What follows belongs to an exercise in optimizing a design on an open flow for small area and a short achievable clock period; a production flow would make more cautious choices.
Only simulation tests tie the RTL to the original design; equivalence was not proved.
Power is estimated from default activity; no workload was simulated.

==> 06-14 <==
## reg_file_sb
module reg_file_sb
#(
    parameter int               XLEN    = rf_pkg::XLEN_DEF,
    parameter int               NREGS   = rf_pkg::NREGS_DEF,
    parameter int               NRD     = 2,
    parameter int               SP_IDX  = 2,
    parameter logic [XLEN-1:0]  SP_INIT = XLEN'('h200),
    parameter bit               BYPASS  = 1'b1,
    localparam int              AW      = $clog2(NREGS)
) (
    input  logic                clk,
    input  logic                rst_n,
    input  logic [NRD*AW-1:0]   rd_addr,
    output logic [NRD*XLEN-1:0] rd_data,
    output logic [NRD-1:0]      rd_busy,
    input  logic                wr_en,
    input  logic [AW-1:0]       wr_addr,
    input  logic [XLEN-1:0]     wr_data,
    input  logic                iss_en,
    input  logic [AW-1:0]       iss_rd,
    output logic                iss_stall,
    input  logic                flush,
    output logic [AW:0]         busy_cnt
);
==> module reg_file_sb, before the edit <==
module reg_file_sb
#(
    parameter int               XLEN    = rf_pkg::XLEN_DEF,
    parameter int               NREGS   = rf_pkg::NREGS_DEF,
    parameter int               NRD     = 2,
    parameter int               SP_IDX  = 2,
    parameter logic [XLEN-1:0]  SP_INIT = XLEN'('h200),
    parameter bit               BYPASS  = 1'b1,
    localparam int              AW      = $clog2(NREGS)
) (
    input  logic                clk,
    input  logic                rst_n,
    input  logic [NRD*AW-1:0]   rd_addr,
    output logic [NRD*XLEN-1:0] rd_data,
    output logic [NRD-1:0]      rd_busy,
    input  logic                wr_en,
    input  logic [AW-1:0]       wr_addr,
    input  logic [XLEN-1:0]     wr_data,
    input  logic                iss_en,
    input  logic [AW-1:0]       iss_rd,
    output logic                iss_stall,
    input  logic                flush,
    output logic [AW:0]         busy_cnt
);
    logic [XLEN-1:0]  regs [NREGS];    
    logic [NREGS-1:0] wrtn;            
    logic [NREGS-1:0] wr_dec;          
    logic [NREGS-1:0] rd_ok;           
    logic [NREGS-1:0] busy;
    logic             wr_live;
    assign wr_live = wr_en && (wr_addr != AW'(rf_pkg::REG_ZERO));
    assign wrtn[0]   = 1'b0;
    assign wr_dec[0] = 1'b0;
    for (genvar i = 1; i < NREGS; i++) begin : g_reg
        assign wr_dec[i] = wr_en && (wr_addr == AW'(i));
        always_ff @(posedge clk) begin
            if (wr_dec[i]) regs[i] <= wr_data;
        end
        always_ff @(posedge clk or negedge rst_n) begin
            if (!rst_n)         wrtn[i] <= 1'b0;
            else if (wr_dec[i]) wrtn[i] <= 1'b1;
        end
    end
    assign rd_ok = wrtn & ~wr_dec;
    rf_scoreboard #(
        .NREGS (NREGS),
        .AW    (AW)
    ) u_scoreboard (
        .clk       (clk),
        .rst_n     (rst_n),
        .wr_en     (wr_en),
        .wr_addr   (wr_addr),
        .wr_dec    (wr_dec),
        .iss_en    (iss_en),
        .iss_rd    (iss_rd),
        .flush     (flush),
        .iss_stall (iss_stall),
        .busy      (busy),
        .busy_cnt  (busy_cnt)
    );
    localparam int NPAIR = NREGS + 1;
    localparam int NGRP  = (NPAIR + 2) / 3;       
    for (genvar k = 0; k < NRD; k++) begin : g_rd
        logic [AW-1:0]    addr;
        logic [NREGS-1:0] dec;
        logic             fwd;
        logic [NPAIR-1:0] sel;
        assign addr = rd_addr[k*AW +: AW];
        for (genvar i = 0; i < NREGS; i++) begin : g_dec
            assign dec[i] = (addr == AW'(i));
        end
        assign fwd = BYPASS && wr_live && (wr_addr == addr);
        assign sel[0] = fwd;
        assign sel[1 +: NREGS-1] = dec[NREGS-1:1] & rd_ok[NREGS-1:1];
        assign sel[NREGS] = dec[SP_IDX] && !wrtn[SP_IDX] && !wr_dec[SP_IDX];
        for (genvar b = 0; b < XLEN; b++) begin : g_bit
            logic [NPAIR-1:0] src;
            logic [NGRP-1:0]  grp_n;
            assign src[0]     = wr_data[b];
            assign src[NREGS] = SP_INIT[b];
            for (genvar i = 1; i < NREGS; i++) begin : g_src
                assign src[i] = regs[i][b];
            end
            for (genvar g = 0; g < NGRP - 1; g++) begin : g_grp
                rf_aoi222 u_aoi (
                    .a1(sel[3*g]),   .a2(src[3*g]),
                    .b1(sel[3*g+1]), .b2(src[3*g+1]),
                    .c1(sel[3*g+2]), .c2(src[3*g+2]),
                    .y (grp_n[g])
                );
            end
            if (SP_INIT[b]) begin : g_sp
                rf_aoi222 u_aoi_last (
                    .a1(sel[NPAIR-3]), .a2(src[NPAIR-3]),
                    .b1(sel[NPAIR-2]), .b2(src[NPAIR-2]),
                    .c1(sel[NPAIR-1]), .c2(src[NPAIR-1]),
                    .y (grp_n[NGRP-1])
                );
            end else begin : g_nosp
                assign grp_n[NGRP-1] = ~((sel[NPAIR-3] & src[NPAIR-3]) |
                                         (sel[NPAIR-2] & src[NPAIR-2]));
            end
            rf_or_n #(.N(NGRP)) u_or (.a_n(grp_n), .y(rd_data[k*XLEN + b]));
        end
        assign rd_busy[k] = |(dec & busy) && !fwd;
    end
endmodule
==> module rf_or_n, before the edit <==
module rf_or_n #(
    parameter int N = 11
) (
    input  logic [N-1:0] a_n,
    output logic         y
);
    assign y = ~&a_n;
endmodule
==> module rf_scoreboard, before the edit <==
module rf_scoreboard
#(
    parameter int NREGS = rf_pkg::NREGS_DEF,
    parameter int AW    = $clog2(NREGS)
) (
    input  logic             clk,
    input  logic             rst_n,
    input  logic             wr_en,
    input  logic [AW-1:0]    wr_addr,
    input  logic [NREGS-1:0] wr_dec,
    input  logic             iss_en,
    input  logic [AW-1:0]    iss_rd,
    input  logic             flush,
    output logic             iss_stall,
    output logic [NREGS-1:0] busy,
    output logic [AW:0]      busy_cnt
);
    logic             iss_live;
    logic             iss_accept;
    logic             busy_iss;    
    logic             iss_hit;     
    logic             busy_wr;     
    logic             inc, dec;
    logic [NREGS-1:0] iss_dec;
    logic [NREGS-1:0] busy_q;
    logic [NREGS-1:0] busy_d;
    logic [AW-1:0]    cnt, cnt_d;
    assign iss_live = iss_en && (iss_rd != AW'(rf_pkg::REG_ZERO));
    for (genvar i = 0; i < NREGS; i++) begin : g_dec
        assign iss_dec[i] = (iss_rd == AW'(i));
    end
    assign busy    = {busy_q[NREGS-1:1], 1'b0};
    assign iss_hit  = wr_en && (wr_addr == iss_rd);
    rf_sel_or #(.N(NREGS-1)) u_busy_iss (
        .sel (iss_dec[NREGS-1:1]), .src (busy[NREGS-1:1]), .y (busy_iss)
    );
    rf_sel_or #(.N(NREGS-1)) u_busy_wr (
        .sel (wr_dec[NREGS-1:1]),  .src (busy[NREGS-1:1]), .y (busy_wr)
    );
    assign iss_stall  = iss_en && busy_iss && !iss_hit && !flush;
    assign iss_accept = iss_live && !iss_stall;
    for (genvar i = 1; i < NREGS; i++) begin : g_busy
        rf_busy_nxt u_nxt (
            .acc   (iss_accept),
            .idec  (iss_dec[i]),
            .busy  (busy[i]),
            .keep  (!(flush || wr_dec[i])),
            .y     (busy_d[i])
        );
    end
    assign busy_d[0] = 1'b0;
    assign inc = iss_accept && !busy_iss;
    assign dec = busy_wr && !(iss_accept && iss_hit);
    always_comb begin
        if (flush)            cnt_d = AW'(iss_accept);
        else if (inc && !dec) cnt_d = cnt + 1'b1;
        else if (dec && !inc) cnt_d = cnt - 1'b1;
        else                  cnt_d = cnt;
    end
    always_ff @(posedge clk or negedge rst_n) begin
        if (!rst_n) begin
            busy_q <= '0;
            cnt    <= '0;
        end else begin
            busy_q <= busy_d;
            cnt    <= cnt_d;
        end
    end
    assign busy_cnt = {1'b0, cnt};
endmodule
==> module rf_busy_nxt, before the edit <==
module rf_busy_nxt (
    input  logic acc, idec, busy, keep,
    output logic y
);
    assign y = (acc & idec) | (busy & keep);
endmodule
==> module rf_sel_or, before the edit <==
module rf_sel_or #(
    parameter int N = 31
) (
    input  logic [N-1:0] sel,
    input  logic [N-1:0] src,
    output logic         y
);
    localparam int NG = (N + 2) / 3;
    logic [3*NG-1:0] s, d;
    logic [NG-1:0]   g_n;
    assign s = {{(3*NG-N){1'b0}}, sel};
    assign d = {{(3*NG-N){1'b0}}, src};
    for (genvar g = 0; g < NG; g++) begin : g_grp
        if (3*g + 2 < N) begin : g_full
            rf_aoi222 u_aoi (
                .a1(s[3*g]),   .a2(d[3*g]),
                .b1(s[3*g+1]), .b2(d[3*g+1]),
                .c1(s[3*g+2]), .c2(d[3*g+2]),
                .y (g_n[g])
            );
        end else begin : g_part
            assign g_n[g] = ~|(s[3*g +: 3] & d[3*g +: 3]);
        end
    end
    rf_or_n #(.N(NG)) u_or (.a_n(g_n), .y(y));
endmodule
export LEC_CHECK = 0
export CAP_MARGIN = 20
export CORE_MARGIN = 2
export CORE_UTILIZATION = 40
export SLEW_MARGIN = 20
export SYNTH_HIERARCHICAL = 1
create_clock -name core_clock -period 26.0 [get_ports {clk}]
standard.sh (not shown) runs the stock make flow with config.mk's settings and CLKGATE_MAP_FILE= SYNTH_SCRIPT=/design/flow/synth_recipe.tcl, a recipe that flattens the netlist after the stock synthesis.
==> flow/flow/run.sh <==
#!/bin/bash
# Standard layout (the standard.sh on the ORFS make targets) with:
#  - port buffers made from buf_4 cells instead of the default delay buffers;
#  - clock-tree synthesis with larger sink clusters and no dummy loads.
# ORFS writes each step's log under orfs/logs; make's output is standard.log.
set -euo pipefail
bash standard.sh \
  "BUFFER_PORTS_ARGS=-buffer_cell sky130_fd_sc_hd__buf_4" \
  "CTS_ARGS=-sink_clustering_enable -repair_clock_nets -dont_use_dummy_load -sink_clustering_size 24 -sink_clustering_max_diameter 100" \
  finish > standard.log 2>&1
==> inputs of 05-02, as changes to 06-14 <==
--- a/flow/design.v
+++ b/flow/design.v
@@ -145,24 +145,40 @@
     output logic [AW:0]         busy_cnt
 );
+    localparam int LOW = 2;
+    localparam int HIW = AW - LOW;
     logic [XLEN-1:0]  regs [NREGS];    
-    logic [NREGS-1:0] wrtn;            
+    logic [NREGS-1:0] nwr;             
     logic [NREGS-1:0] wr_dec;          
     logic [NREGS-1:0] rd_ok;           
     logic [NREGS-1:0] busy;
+    logic [2**LOW-1:0] wlo;            
+    logic [2**HIW-1:0] whi;            
     logic             wr_live;
     assign wr_live = wr_en && (wr_addr != AW'(rf_pkg::REG_ZERO));
-    assign wrtn[0]   = 1'b0;
+    for (genvar j = 0; j < 2**LOW; j++) begin : g_wlo
+        assign wlo[j] = wr_en && (wr_addr[LOW-1:0] == LOW'(j));
+    end
+    for (genvar j = 0; j < 2**HIW; j++) begin : g_whi
+        assign whi[j] = (wr_addr[AW-1:LOW] == HIW'(j));
+    end
+    assign nwr[0]    = 1'b1;
     assign wr_dec[0] = 1'b0;
+    assign rd_ok[0]  = 1'b0;
     for (genvar i = 1; i < NREGS; i++) begin : g_reg
-        assign wr_dec[i] = wr_en && (wr_addr == AW'(i));
+        assign wr_dec[i] = wlo[i % 2**LOW] && whi[i / 2**LOW];
         always_ff @(posedge clk) begin
             if (wr_dec[i]) regs[i] <= wr_data;
         end
         always_ff @(posedge clk or negedge rst_n) begin
-            if (!rst_n)         wrtn[i] <= 1'b0;
-            else if (wr_dec[i]) wrtn[i] <= 1'b1;
-        end
-    end
-    assign rd_ok = wrtn & ~wr_dec;
+            if (!rst_n)         nwr[i] <= 1'b1;
+            else if (wr_dec[i]) nwr[i] <= 1'b0;
+        end
+        rf_a21oi u_ok (
+            .a1 (wlo[i % 2**LOW]),
+            .a2 (whi[i / 2**LOW]),
+            .b1 (nwr[i]),
+            .y  (rd_ok[i])
+        );
+    end
     rf_scoreboard #(
         .NREGS (NREGS),
@@ -184,16 +200,31 @@
     localparam int NGRP  = (NPAIR + 2) / 3;       
     for (genvar k = 0; k < NRD; k++) begin : g_rd
-        logic [AW-1:0]    addr;
-        logic [NREGS-1:0] dec;
-        logic             fwd;
-        logic [NPAIR-1:0] sel;
+        logic [AW-1:0]     addr;
+        logic [2**LOW-1:0] plo;
+        logic [2**HIW-1:0] phi;
+        logic [NREGS-1:0]  dec;
+        logic              fwd;
+        logic [NPAIR-1:0]  sel;
         assign addr = rd_addr[k*AW +: AW];
+        for (genvar j = 0; j < 2**LOW; j++) begin : g_plo
+            assign plo[j] = (addr[LOW-1:0] == LOW'(j));
+        end
+        for (genvar j = 0; j < 2**HIW; j++) begin : g_phi
+            assign phi[j] = (addr[AW-1:LOW] == HIW'(j));
+        end
         for (genvar i = 0; i < NREGS; i++) begin : g_dec
-            assign dec[i] = (addr == AW'(i));
+            assign dec[i] = plo[i % 2**LOW] && phi[i / 2**LOW];
         end
         assign fwd = BYPASS && wr_live && (wr_addr == addr);
         assign sel[0] = fwd;
-        assign sel[1 +: NREGS-1] = dec[NREGS-1:1] & rd_ok[NREGS-1:1];
-        assign sel[NREGS] = dec[SP_IDX] && !wrtn[SP_IDX] && !wr_dec[SP_IDX];
+        for (genvar i = 1; i < NREGS; i++) begin : g_sel
+            rf_and3 u_sel (
+                .a (plo[i % 2**LOW]),
+                .b (phi[i / 2**LOW]),
+                .c (rd_ok[i]),
+                .y (sel[i])
+            );
+        end
+        assign sel[NREGS] = dec[SP_IDX] && nwr[SP_IDX] && !wr_dec[SP_IDX];
         for (genvar b = 0; b < XLEN; b++) begin : g_bit
             logic [NPAIR-1:0] src;
@@ -242,2 +273,14 @@
     assign y = ~&a_n;
 endmodule
+module rf_and3 (
+    input  logic a, b, c,
+    output logic y
+);
+    assign y = a & b & c;
+endmodule
+module rf_a21oi (
+    input  logic a1, a2, b1,
+    output logic y
+);
+    assign y = ~((a1 & a2) | b1);
+endmodule
==> flow/flow/run.sh (replaced) <==
#!/bin/bash
# Standard layout (the standard.sh on the ORFS make targets) with:
#  - port buffers made from buf_4 cells instead of the default delay buffers;
#  - clock-tree synthesis with larger sink clusters and no dummy loads;
#  - timing repair aiming for extra setup slack on the port-to-port paths.
# ORFS writes each step's log under orfs/logs; make's output is standard.log.
set -euo pipefail
bash standard.sh \
  "BUFFER_PORTS_ARGS=-buffer_cell sky130_fd_sc_hd__buf_4" \
  "CTS_ARGS=-sink_clustering_enable -repair_clock_nets -dont_use_dummy_load -sink_clustering_size 24 -sink_clustering_max_diameter 100" \
  "SETUP_SLACK_MARGIN=12.8" \
  finish > standard.log 2>&1
Settings changed: CORE_UTILIZATION 40 to 55.
==> inputs of 02-16, as changes to 06-14 <==
--- a/flow/design.v
+++ b/flow/design.v
@@ -145,24 +145,40 @@
     output logic [AW:0]         busy_cnt
 );
+    localparam int LOW = 2;
+    localparam int HIW = AW - LOW;
     logic [XLEN-1:0]  regs [NREGS];    
-    logic [NREGS-1:0] wrtn;            
+    logic [NREGS-1:0] nwr;             
     logic [NREGS-1:0] wr_dec;          
     logic [NREGS-1:0] rd_ok;           
     logic [NREGS-1:0] busy;
+    logic [2**LOW-1:0] wlo;            
+    logic [2**HIW-1:0] whi;            
     logic             wr_live;
     assign wr_live = wr_en && (wr_addr != AW'(rf_pkg::REG_ZERO));
-    assign wrtn[0]   = 1'b0;
+    for (genvar j = 0; j < 2**LOW; j++) begin : g_wlo
+        assign wlo[j] = wr_en && (wr_addr[LOW-1:0] == LOW'(j));
+    end
+    for (genvar j = 0; j < 2**HIW; j++) begin : g_whi
+        assign whi[j] = (wr_addr[AW-1:LOW] == HIW'(j));
+    end
+    assign nwr[0]    = 1'b1;
     assign wr_dec[0] = 1'b0;
+    assign rd_ok[0]  = 1'b0;
     for (genvar i = 1; i < NREGS; i++) begin : g_reg
-        assign wr_dec[i] = wr_en && (wr_addr == AW'(i));
+        assign wr_dec[i] = wlo[i % 2**LOW] && whi[i / 2**LOW];
         always_ff @(posedge clk) begin
             if (wr_dec[i]) regs[i] <= wr_data;
         end
         always_ff @(posedge clk or negedge rst_n) begin
-            if (!rst_n)         wrtn[i] <= 1'b0;
-            else if (wr_dec[i]) wrtn[i] <= 1'b1;
-        end
-    end
-    assign rd_ok = wrtn & ~wr_dec;
+            if (!rst_n)         nwr[i] <= 1'b1;
+            else if (wr_dec[i]) nwr[i] <= 1'b0;
+        end
+        rf_a21oi u_ok (
+            .a1 (wlo[i % 2**LOW]),
+            .a2 (whi[i / 2**LOW]),
+            .b1 (nwr[i]),
+            .y  (rd_ok[i])
+        );
+    end
     rf_scoreboard #(
         .NREGS (NREGS),
@@ -184,16 +200,31 @@
     localparam int NGRP  = (NPAIR + 2) / 3;       
     for (genvar k = 0; k < NRD; k++) begin : g_rd
-        logic [AW-1:0]    addr;
-        logic [NREGS-1:0] dec;
-        logic             fwd;
-        logic [NPAIR-1:0] sel;
+        logic [AW-1:0]     addr;
+        logic [2**LOW-1:0] plo;
+        logic [2**HIW-1:0] phi;
+        logic [NREGS-1:0]  dec;
+        logic              fwd;
+        logic [NPAIR-1:0]  sel;
         assign addr = rd_addr[k*AW +: AW];
+        for (genvar j = 0; j < 2**LOW; j++) begin : g_plo
+            assign plo[j] = (addr[LOW-1:0] == LOW'(j));
+        end
+        for (genvar j = 0; j < 2**HIW; j++) begin : g_phi
+            assign phi[j] = (addr[AW-1:LOW] == HIW'(j));
+        end
         for (genvar i = 0; i < NREGS; i++) begin : g_dec
-            assign dec[i] = (addr == AW'(i));
+            assign dec[i] = plo[i % 2**LOW] && phi[i / 2**LOW];
         end
         assign fwd = BYPASS && wr_live && (wr_addr == addr);
         assign sel[0] = fwd;
-        assign sel[1 +: NREGS-1] = dec[NREGS-1:1] & rd_ok[NREGS-1:1];
-        assign sel[NREGS] = dec[SP_IDX] && !wrtn[SP_IDX] && !wr_dec[SP_IDX];
+        for (genvar i = 1; i < NREGS; i++) begin : g_sel
+            rf_and3 u_sel (
+                .a (plo[i % 2**LOW]),
+                .b (phi[i / 2**LOW]),
+                .c (rd_ok[i]),
+                .y (sel[i])
+            );
+        end
+        assign sel[NREGS] = dec[SP_IDX] && nwr[SP_IDX] && !wr_dec[SP_IDX];
         for (genvar b = 0; b < XLEN; b++) begin : g_bit
             logic [NPAIR-1:0] src;
@@ -240,4 +271,38 @@
     output logic         y
 );
-    assign y = ~&a_n;
-endmodule
+    localparam int NG = (N + 3) / 4;
+    logic [NG-1:0] g_n;
+    for (genvar g = 0; g < NG; g++) begin : g_grp
+        localparam int W = (N - 4*g < 4) ? N - 4*g : 4;
+        rf_and_n #(.N(W)) u_and (.a(a_n[4*g +: W]), .y(g_n[g]));
+    end
+    rf_nand_n #(.N(NG)) u_nand (.a(g_n), .y(y));
+endmodule
+module rf_and_n #(
+    parameter int N = 4
+) (
+    input  logic [N-1:0] a,
+    output logic         y
+);
+    assign y = &a;
+endmodule
+module rf_nand_n #(
+    parameter int N = 3
+) (
+    input  logic [N-1:0] a,
+    output logic         y
+);
+    assign y = ~&a;
+endmodule
+module rf_and3 (
+    input  logic a, b, c,
+    output logic y
+);
+    assign y = a & b & c;
+endmodule
+module rf_a21oi (
+    input  logic a1, a2, b1,
+    output logic y
+);
+    assign y = ~((a1 & a2) | b1);
+endmodule
==> flow/flow/run.sh (replaced) <==
#!/bin/bash
# Standard layout (the standard.sh on the ORFS make targets) with:
#  - port buffers made from buf_2 cells instead of the default delay buffers;
#  - clock-tree synthesis with larger sink clusters and no dummy loads;
#  - timing repair aiming for extra setup slack on the port-to-port paths.
# ORFS writes each step's log under orfs/logs; make's output is standard.log.
set -euo pipefail
bash standard.sh \
  "BUFFER_PORTS_ARGS=-buffer_cell sky130_fd_sc_hd__buf_2" \
  "CTS_ARGS=-sink_clustering_enable -repair_clock_nets -dont_use_dummy_load -sink_clustering_size 24 -sink_clustering_max_diameter 100" \
  "SETUP_SLACK_MARGIN=13.0" \
  finish > standard.log 2>&1
==> inputs of 10-18, as changes to 06-14 <==
--- a/flow/design.v
+++ b/flow/design.v
@@ -52,20 +52,11 @@
     assign busy    = {busy_q[NREGS-1:1], 1'b0};
     assign iss_hit  = wr_en && (wr_addr == iss_rd);
-    rf_sel_or #(.N(NREGS-1)) u_busy_iss (
-        .sel (iss_dec[NREGS-1:1]), .src (busy[NREGS-1:1]), .y (busy_iss)
-    );
-    rf_sel_or #(.N(NREGS-1)) u_busy_wr (
-        .sel (wr_dec[NREGS-1:1]),  .src (busy[NREGS-1:1]), .y (busy_wr)
-    );
+    assign busy_iss = |(iss_dec & busy);
+    assign busy_wr  = |(wr_dec & busy);
     assign iss_stall  = iss_en && busy_iss && !iss_hit && !flush;
     assign iss_accept = iss_live && !iss_stall;
     for (genvar i = 1; i < NREGS; i++) begin : g_busy
-        rf_busy_nxt u_nxt (
-            .acc   (iss_accept),
-            .idec  (iss_dec[i]),
-            .busy  (busy[i]),
-            .keep  (!(flush || wr_dec[i])),
-            .y     (busy_d[i])
-        );
+        assign busy_d[i] = (iss_accept && iss_dec[i]) ||
+                           (busy[i] && !flush && !wr_dec[i]);
     end
     assign busy_d[0] = 1'b0;
@@ -88,36 +79,4 @@
     end
     assign busy_cnt = {1'b0, cnt};
-endmodule
-module rf_busy_nxt (
-    input  logic acc, idec, busy, keep,
-    output logic y
-);
-    assign y = (acc & idec) | (busy & keep);
-endmodule
-module rf_sel_or #(
-    parameter int N = 31
-) (
-    input  logic [N-1:0] sel,
-    input  logic [N-1:0] src,
-    output logic         y
-);
-    localparam int NG = (N + 2) / 3;
-    logic [3*NG-1:0] s, d;
-    logic [NG-1:0]   g_n;
-    assign s = {{(3*NG-N){1'b0}}, sel};
-    assign d = {{(3*NG-N){1'b0}}, src};
-    for (genvar g = 0; g < NG; g++) begin : g_grp
-        if (3*g + 2 < N) begin : g_full
-            rf_aoi222 u_aoi (
-                .a1(s[3*g]),   .a2(d[3*g]),
-                .b1(s[3*g+1]), .b2(d[3*g+1]),
-                .c1(s[3*g+2]), .c2(d[3*g+2]),
-                .y (g_n[g])
-            );
-        end else begin : g_part
-            assign g_n[g] = ~|(s[3*g +: 3] & d[3*g +: 3]);
-        end
-    end
-    rf_or_n #(.N(NG)) u_or (.a_n(g_n), .y(y));
 endmodule
 module reg_file_sb
==> flow/run.sh (new file) <==
#!/bin/bash
# synth_recipe.tcl (not shown) runs the flow's synth.tcl, then flattens the netlist and writes it again
# the make line also repeats each setting of config.mk as NAME=value (left out here)
make -C /OpenROAD-flow-scripts/flow DESIGN_CONFIG=/design/flow/config.mk WORK_HOME=/design/flow/orfs CLKGATE_MAP_FILE= SYNTH_SCRIPT=/design/flow/synth_recipe.tcl finish
Settings changed: CTS_BUF_LIST from default to sky130_fd_sc_hd__clkbuf_4 sky130_fd_sc_hd__clkbuf_8.
removed: flow/flow/run.sh
removed: flow/standard.sh
==> summary of the runs <==
Clock power: 10-18 is larger than 06-14 (about 60%). 05-02 finished clean. 02-16 finished with timing, DRC and antenna clean. 10-18 completed with no timing, DRC or antenna violations. 06-14 ran to the end with no violations. In 06-14 the final cell count is lower than in 10-18, by 6.4%. Clock skew: 05-02 < 10-18 < 06-14 < 02-16. Non-clock buffer count: 02-16 > 10-18 > 06-14 > 05-02.

re-timing with driven ports:
No port has a modelled driver above. Below, the same layouts with a new extraction and two added sets of constraints.
Step 1, drivers: a clkbuf_16 drives clk and a buf_2 each remaining input, both assumed.
Step 2 times the ports against the registers' clock, not the clock port: input delays grow and output delays shrink by t, the midpoint of the rising clock arrivals with the driver on.
a / b / c = ideal ports / drivers / drivers and shift; a / b = the first two.
| run | t, ns | slack for setup (ns) | hold slack, ns |
|---|---|---|---|
| 06-14 | 0.707 | 12.164 / 12.138 / 12.138 | 0.472 / 0.472 / 0.472 |
| 05-02 | 0.701 | 12.737 / 12.674 / 12.674 | 0.496 / 0.496 / 0.496 |
| 02-16 | 0.730 | 12.832 / 12.808 / 12.808 | 0.496 / 0.496 / 0.496 |
| 10-18 | 0.916 | 11.003 / 10.976 / 10.976 | 0.463 / 0.463 / 0.463 |
After both steps setup and hold are still met in every run listed. For 05-02, which loses most, drivers alone change the setup slack by -0.063 ns; drivers and shift together by -0.063 ns.
